This is an optimization exercise on Yosys and OpenROAD, whose aim is a short achievable clock period, not a production implementation. No activity file was given, so power comes from the tool's default toggle rates.

Setup of job 102:
==> flow/design.v <==
`timescale 1ns/1ns
`default_nettype none
package cf_pkg;
   localparam int num_slots   = 2;
   localparam int instr_w     = 32;
   localparam int addr_w      = 32;
   localparam int reg_addr_w  = 5;
   localparam int queue_depth = 4;
   localparam int ptr_w       = 3;    
   localparam int wb_delay    = 2;    
   typedef logic [instr_w-1:0]    instr_t;
   typedef logic [addr_w-1:0]     addr_t;
   typedef logic [reg_addr_w-1:0] reg_addr_t;
   typedef logic [2:0]            isize_t;    
   typedef struct packed {
      instr_t instr;
      addr_t  pc;
      addr_t  next_pc;
      logic   next_pc_valid;    
      logic   taken;
      isize_t isize;
   } cf_entry_t;
   typedef struct packed {
      logic      check;
      reg_addr_t rd;
      addr_t     link;    
   } link_job_t;
   function automatic logic is_branch(input instr_t instr);
      is_branch = instr[6:0] == 7'b1100011;
   endfunction
   function automatic logic is_jal(input instr_t instr);
      is_jal = instr[6:0] == 7'b1101111;
   endfunction
   function automatic logic is_jalr(input instr_t instr);
      is_jalr = instr[6:0] == 7'b1100111;
   endfunction
   function automatic logic is_cf(input instr_t instr);
      is_cf = (instr[6:0] == 7'b1100011) || (instr[6:0] == 7'b1101111) ||
              (instr[6:0] == 7'b1100111);
   endfunction
   function automatic reg_addr_t get_rd(input instr_t instr);
      get_rd = instr[11:7];
   endfunction
   function automatic addr_t dest_offset(input addr_t  pc,
                                         input addr_t  dest,
                                         input instr_t instr,
                                         input logic   taken,
                                         input isize_t isize);
      addr_t offset;
      offset = dest - pc;
      if ((instr[6:0] == 7'b1100011) && !taken)
         offset = offset - addr_t'(isize);
      dest_offset = offset;
   endfunction
endpackage
`default_nettype wire
`timescale 1ns/1ns
`default_nettype none
module cf_add_small #(
   parameter int low = 4
) (
   input  logic [31:0]    a,
   input  logic [low-1:0] b,
   output logic [31:0]    s
);
   logic [low:0] lo;
   assign lo       = {1'b0, a[low-1:0]} + {1'b0, b};
   assign s[low-1:0] = lo[low-1:0];
   for (genvar i = low; i < 32; i++) begin : g_up
      if (i == low) begin : g_first
         assign s[i] = a[i] ^ lo[low];
      end else begin : g_rest
         assign s[i] = a[i] ^ (lo[low] & (&a[i-1:low]));
      end
   end
endmodule
`default_nettype wire
`default_nettype none
module cf_rd_zero (
   input  logic [4:0] rd,
   output logic       z_lo,
   output logic       z_hi
);
   assign z_lo = rd[2:0] == 3'd0;
   assign z_hi = rd[4:3] == 2'd0;
endmodule
`default_nettype wire
`timescale 1ns/1ns
`default_nettype none
module cf_checker_top (
   input  logic                 clk,
   input  logic                 reset_,
   input  logic                 cf_enable,
   input  logic   [cf_pkg::num_slots:1] commit,
   input  cf_pkg::instr_t [cf_pkg::num_slots:1] slot_instr,
   input  cf_pkg::addr_t  [cf_pkg::num_slots:1] slot_pc,
   input  cf_pkg::isize_t [cf_pkg::num_slots:1] slot_isize,
   input  logic   [cf_pkg::num_slots:1] slot_taken,           
   input  logic   [cf_pkg::num_slots:1] slot_is_dup,
   input  logic   [cf_pkg::num_slots:1] slot_received_kill,
   input  logic                 dut_branch_taken,
   input  logic                 rf_write_en,
   input  cf_pkg::reg_addr_t            rf_write_rd,
   input  cf_pkg::addr_t                rf_write_data,
   output logic                 rf_lock,
   output logic                 rf_unlock,
   output logic                 check_done,
   output logic                 err_cf_dest,
   output logic                 err_no_orig,
   output logic                 err_link
);
   logic        c1, found, is_dup, any_commit;
   logic        push, save;
   logic [31:0] ev_instr, ev_pc;
   logic [2:0]  ev_isize;
   logic        ev_taken, ev_isbr;
   logic [2:1]        br, lk, cf, tk, fall, link;
   logic [2:1][3:0]   lo;
   logic [2:1][31:3]  inc;
   logic [2:1][31:0]  g;
   for (genvar s = 1; s <= 2; s++) begin : g_slot
      assign br[s]   = slot_instr[s][6:0] == 7'b1100011;
      assign lk[s]   = (slot_instr[s][6:0] == 7'b1101111) || (slot_instr[s][6:0] == 7'b1100111);
      assign cf[s]   = br[s] || lk[s];
      assign tk[s]   = slot_is_dup[s] ? (dut_branch_taken || slot_received_kill[s])
                                      : slot_taken[s];
      assign fall[s] = br[s] && !tk[s];
      assign link[s] = lk[s] && (slot_instr[s][11:7] != 5'd0);
      assign lo[s]   = {1'b0, slot_pc[s][2:0]} + {1'b0, slot_isize[s]};
      assign inc[s][3] = ~slot_pc[s][3];
      for (genvar i = 4; i < 32; i++) begin : g_inc
         assign inc[s][i] = slot_pc[s][i] ^ (&slot_pc[s][i-1:3]);
      end
      assign g[s][2:0]  = fall[s] ? lo[s][2:0] : slot_pc[s][2:0];
      assign g[s][31:3] = (fall[s] && lo[s][3]) ? inc[s] : slot_pc[s][31:3];
   end
   assign c1         = commit[1] && cf[1];           
   assign found      = c1 || (commit[2] && cf[2]);
   assign is_dup     = c1 ? slot_is_dup[1] : slot_is_dup[2];
   assign any_commit = commit[1] || commit[2];
   assign push       = cf_enable && found && !is_dup;
   assign save       = cf_enable && found && is_dup;
   assign ev_instr = c1 ? slot_instr[1] : slot_instr[2];
   assign ev_pc    = c1 ? slot_pc[1]    : slot_pc[2];
   assign ev_isize = c1 ? slot_isize[1] : slot_isize[2];
   assign ev_taken = c1 ? tk[1] : tk[2];
   assign ev_isbr  = c1 ? br[1] : br[2];
   logic [31:0] q_instr [0:3];
   logic [31:0] q_g     [0:3];
   logic [31:0] q_npc   [0:3];
   logic        q_taken [0:3];
   logic [4:0]  occ;             
   logic        need_patch;      
   logic        held, empty, compare, pop, patch;
   logic [3:0]  wsel, psel;      
   logic [31:0] ev_g;
   assign empty   = occ[0];
   assign compare = held && any_commit;
   assign pop     = compare && !empty;
   assign patch   = any_commit && need_patch;
   for (genvar i = 0; i < 4; i++) begin : g_sel
      assign wsel[i] = push  && (pop ? occ[i+1] : occ[i]);
      if (i < 3) begin : g_p
         assign psel[i] = patch && (pop ? occ[i+2] : occ[i+1]);
      end else begin : g_p3
         assign psel[i] = patch && !pop && occ[4];
      end
   end
   assign ev_g = c1 ? g[1] : g[2];
   always_ff @(posedge clk) begin
      for (int i = 0; i < 4; i++) begin
         if (wsel[i]) begin
            q_instr[i] <= ev_instr;
            q_g[i]     <= ev_g;
            q_npc[i]   <= slot_pc[2];
            q_taken[i] <= ev_taken;
         end else begin
            if (pop && i < 3) begin
               q_instr[i] <= q_instr[i+1];
               q_g[i]     <= q_g[i+1];
               q_npc[i]   <= q_npc[i+1];
               q_taken[i] <= q_taken[i+1];
            end
            if (psel[i])
               q_npc[i] <= slot_pc[1];
         end
      end
   end
   always_ff @(posedge clk) begin
      if (!reset_) begin
         occ        <= 5'b00001;
         need_patch <= 1'b0;
      end else begin
         if (push && !pop)      occ <= {occ[3:0], 1'b0};
         else if (pop && !push) occ <= {1'b0, occ[4:1]};
         if (any_commit) need_patch <= push && !(c1 && commit[2]);
      end
   end
   logic [31:0] d_instr, d_g;
   logic        d_taken, d_isbr;
   always_ff @(posedge clk) begin
      if (!reset_)   held <= 1'b0;
      else if (save) held <= 1'b1;
      else if (compare) held <= 1'b0;
   end
   always_ff @(posedge clk) begin
      if (save) begin
         d_instr <= ev_instr;
         d_g     <= ev_g;
         d_taken <= ev_taken;
         d_isbr  <= ev_isbr;
      end
   end
   logic mism;    
   assign mism = (q_instr[0] != d_instr) || (d_isbr && (q_taken[0] != d_taken));
   logic [31:0] ps, pc2, px, cin_need, cout;
   logic [31:0] ok;
   assign ps  = q_npc[0] ^ ~q_g[0] ^ d_g;
   assign pc2 = {((q_npc[0] & ~q_g[0]) | (q_npc[0] & d_g) | (~q_g[0] & d_g)), 1'b1};
   assign px  = ps ^ pc2;
   assign cin_need = px ^ slot_pc[1];
   assign cout     = (ps & pc2) | (px & ~slot_pc[1]);
   assign ok[0]    = ~cin_need[0];
   for (genvar i = 1; i < 32; i++) begin : g_ok
      assign ok[i] = cin_need[i] == cout[i-1];
   end
   logic       e_mism;
   logic [3:0] e_off;
   always_ff @(posedge clk) begin
      if (!reset_) begin
         check_done  <= 1'b0;
         err_no_orig <= 1'b0;
         e_mism      <= 1'b0;
         e_off       <= '0;
      end else begin
         check_done  <= compare;
         err_no_orig <= compare && empty;
         e_mism      <= pop && mism;
         for (int q = 0; q < 4; q++)
            e_off[q] <= pop && !(&ok[8*q +: 8]);
      end
   end
   assign err_cf_dest = e_mism || (|e_off);
   logic        j0_v, j1_v;
   logic [4:0]  j0_rd, j1_rd;
   logic [31:0] j0_pc, j1_link;
   logic [2:0]  j0_isize;
   logic [31:0] j0_link;
   cf_add_small #(.low(3)) u_add_link (.a(j0_pc), .b(j0_isize), .s(j0_link));
   always_ff @(posedge clk) begin
      if (!reset_) begin
         j0_v <= 1'b0;
         j1_v <= 1'b0;
      end else begin
         j0_v <= cf_enable && (c1 ? link[1] : (commit[2] && link[2]));
         j1_v <= j0_v;
      end
   end
   always_ff @(posedge clk) begin
      j0_rd    <= ev_instr[11:7];
      j0_pc    <= ev_pc;
      j0_isize <= ev_isize;
      j1_rd    <= j0_rd;
      j1_link  <= j0_link;
   end
   logic rd_z_lo, rd_z_hi;
   cf_rd_zero u_rd_zero (.rd(rf_write_rd), .z_lo(rd_z_lo), .z_hi(rd_z_hi));
   assign rf_lock   = j1_v && rf_write_en && !(rd_z_lo && rd_z_hi);
   assign rf_unlock = rf_write_en && !rf_lock;
   always_ff @(posedge clk) begin
      if (!reset_)
         err_link <= 1'b0;
      else
         err_link <= j1_v && (!rf_write_en || (rf_write_rd != j1_rd) ||
                              (rf_write_data != j1_link));
   end
endmodule
`default_nettype wire
export LEC_CHECK = 0
export CAP_MARGIN = 20
export CORE_MARGIN = 2
export CORE_UTILIZATION = 40
export SETUP_SLACK_MARGIN = 5.0
export SLEW_MARGIN = 20
export SYNTH_HIERARCHICAL = 1
export SYNTH_MINIMUM_KEEP_SIZE = 0
export TNS_END_PERCENT = 5
create_clock -name core_clock -period 5.6 [get_ports {clk}]
standard.sh (not shown) runs the stock make flow with config.mk's settings and CLKGATE_MAP_FILE= SYNTH_SCRIPT=/design/flow/synth_recipe.tcl, a recipe that flattens the netlist after the stock synthesis.
==> flow/flow/run.sh <==
#!/bin/bash
# Standard ORFS layout with faster port buffers and unrestricted timing repair.
# Each tool's full output stays in orfs/logs; this script's own log is flow_run.log.
set -uo pipefail
exec > flow_run.log 2>&1
bash standard.sh \
   BUFFER_PORTS_ARGS="-buffer_cell sky130_fd_sc_hd__buf_4" \
   MATCH_CELL_FOOTPRINT=0 \
   finish
Job 102 | status: complete | timing, DRC, antenna: pass
### job 102 -> job 103
-- flow/design.v --
<<< job 102, line 54
   endfunction
endpackage
`default_nettype wire
`timescale 1ns/1ns
>>> job 103, line 54
   endfunction
endpackage
`default_nettype wire
`timescale 1ns/1ns
`default_nettype none
module cf_inc_hi (
   input  logic [31:3] a,
   output logic [31:3] s
);
   assign s[3] = ~a[3];
   for (genvar i = 4; i < 32; i++) begin : g_inc
      assign s[i] = a[i] ^ (&a[i-1:3]);
   end
endmodule
`default_nettype wire
`timescale 1ns/1ns
<<< job 102, line 128
      assign link[s] = lk[s] && (slot_instr[s][11:7] != 5'd0);
      assign lo[s]   = {1'b0, slot_pc[s][2:0]} + {1'b0, slot_isize[s]};
      assign inc[s][3] = ~slot_pc[s][3];
      for (genvar i = 4; i < 32; i++) begin : g_inc
         assign inc[s][i] = slot_pc[s][i] ^ (&slot_pc[s][i-1:3]);
      end
      assign g[s][2:0]  = fall[s] ? lo[s][2:0] : slot_pc[s][2:0];
      assign g[s][31:3] = (fall[s] && lo[s][3]) ? inc[s] : slot_pc[s][31:3];
>>> job 103, line 140
      assign link[s] = lk[s] && (slot_instr[s][11:7] != 5'd0);
      assign lo[s]   = {1'b0, slot_pc[s][2:0]} + {1'b0, slot_isize[s]};
      cf_inc_hi u_inc (.a(slot_pc[s][31:3]), .s(inc[s]));
      assign g[s][2:0]  = fall[s] ? lo[s][2:0] : slot_pc[s][2:0];
      assign g[s][31:3] = (fall[s] && lo[s][3]) ? inc[s] : slot_pc[s][31:3];
<<< job 102, line 225
      assign ok[i] = cin_need[i] == cout[i-1];
   end
   logic       e_mism;
   logic [3:0] e_off;
   always_ff @(posedge clk) begin
      if (!reset_) begin
>>> job 103, line 234
      assign ok[i] = cin_need[i] == cout[i-1];
   end
   logic e_mism, e_pop;
   logic [3:0] e_off_ne;
   always_ff @(posedge clk) begin
      if (!reset_) begin
<<< job 102, line 232
         err_no_orig <= 1'b0;
         e_mism      <= 1'b0;
         e_off       <= '0;
      end else begin
         check_done  <= compare;
         err_no_orig <= compare && empty;
         e_mism      <= pop && mism;
         for (int q = 0; q < 4; q++)
            e_off[q] <= pop && !(&ok[8*q +: 8]);
      end
   end
   assign err_cf_dest = e_mism || (|e_off);
   logic        j0_v, j1_v;
   logic [4:0]  j0_rd, j1_rd;
>>> job 103, line 241
         err_no_orig <= 1'b0;
         e_mism      <= 1'b0;
         e_pop       <= 1'b0;
      end else begin
         check_done  <= compare;
         err_no_orig <= compare && empty;
         e_mism      <= pop && mism;
         e_pop       <= pop;
      end
   end
   always_ff @(posedge clk) begin
      for (int q = 0; q < 4; q++)
         e_off_ne[q] <= !(&ok[8*q +: 8]);
   end
   assign err_cf_dest = e_mism || (e_pop && (|e_off_ne));
   logic        j0_v, j1_v;
   logic [4:0]  j0_rd, j1_rd;
## What came out
Delta (job 103 minus job 102): top fanout value on the critical path went down by 7, pin count of the biggest net entering global routing went up by 33%. In the tables for job 103 and job 102, wire length of the first global-routing pass reads higher with job 102. Relative to job 102, job 103 degrades worst IR drop on VDD. Job 103 and job 102 ended up with nearly the same total sequential power. NOTE: tap cell count in job 103 exceeds that of job 102. [compare] base=job 102 new=job 103: part of the cycle the worst path needs +0.68 points; combinational power +about 8%; highest attainable clock frequency -about 1.3%; largest incremental delay on the critical path -0.13 ns. Total power after layout ends up higher on job 103.
No functional check of the RTL was part of any run of this note.

==> what the ideal ports hide <==
How much do the figures lean on ideal ports? The routed layouts below were timed once more, with nothing changed but the port constraints.
Step 1 (the two cells are an assumption about what drives the block):
set clk [get_ports {clk}]
set_driving_cell -lib_cell sky130_fd_sc_hd__clkbuf_16 $clk
set_driving_cell -lib_cell sky130_fd_sc_hd__buf_2 [delete_from_list [all_inputs] $clk]
Step 2 moves the port delays by t, midway between the first and last clock arrival at a register: inputs arrive t later, outputs are due t later. That takes back most of the time a late clock gives input paths.
Three values: ideal, step 1, step 2; two values: the first two.
| run | t, ns | setup WS [ns] | worst setup path at the end |
|---|---|---|---|
| job 102 | 0.674 | 2.664 / 2.696 / 2.022 | input to register |
| job 103 | 0.698 | 2.626 / 2.560 / 1.992 | input to register |
After both steps every run listed still meets setup and hold. The setup slack of job 102, which loses most, moves by +0.032 ns with the drivers and by -0.642 ns with both steps.
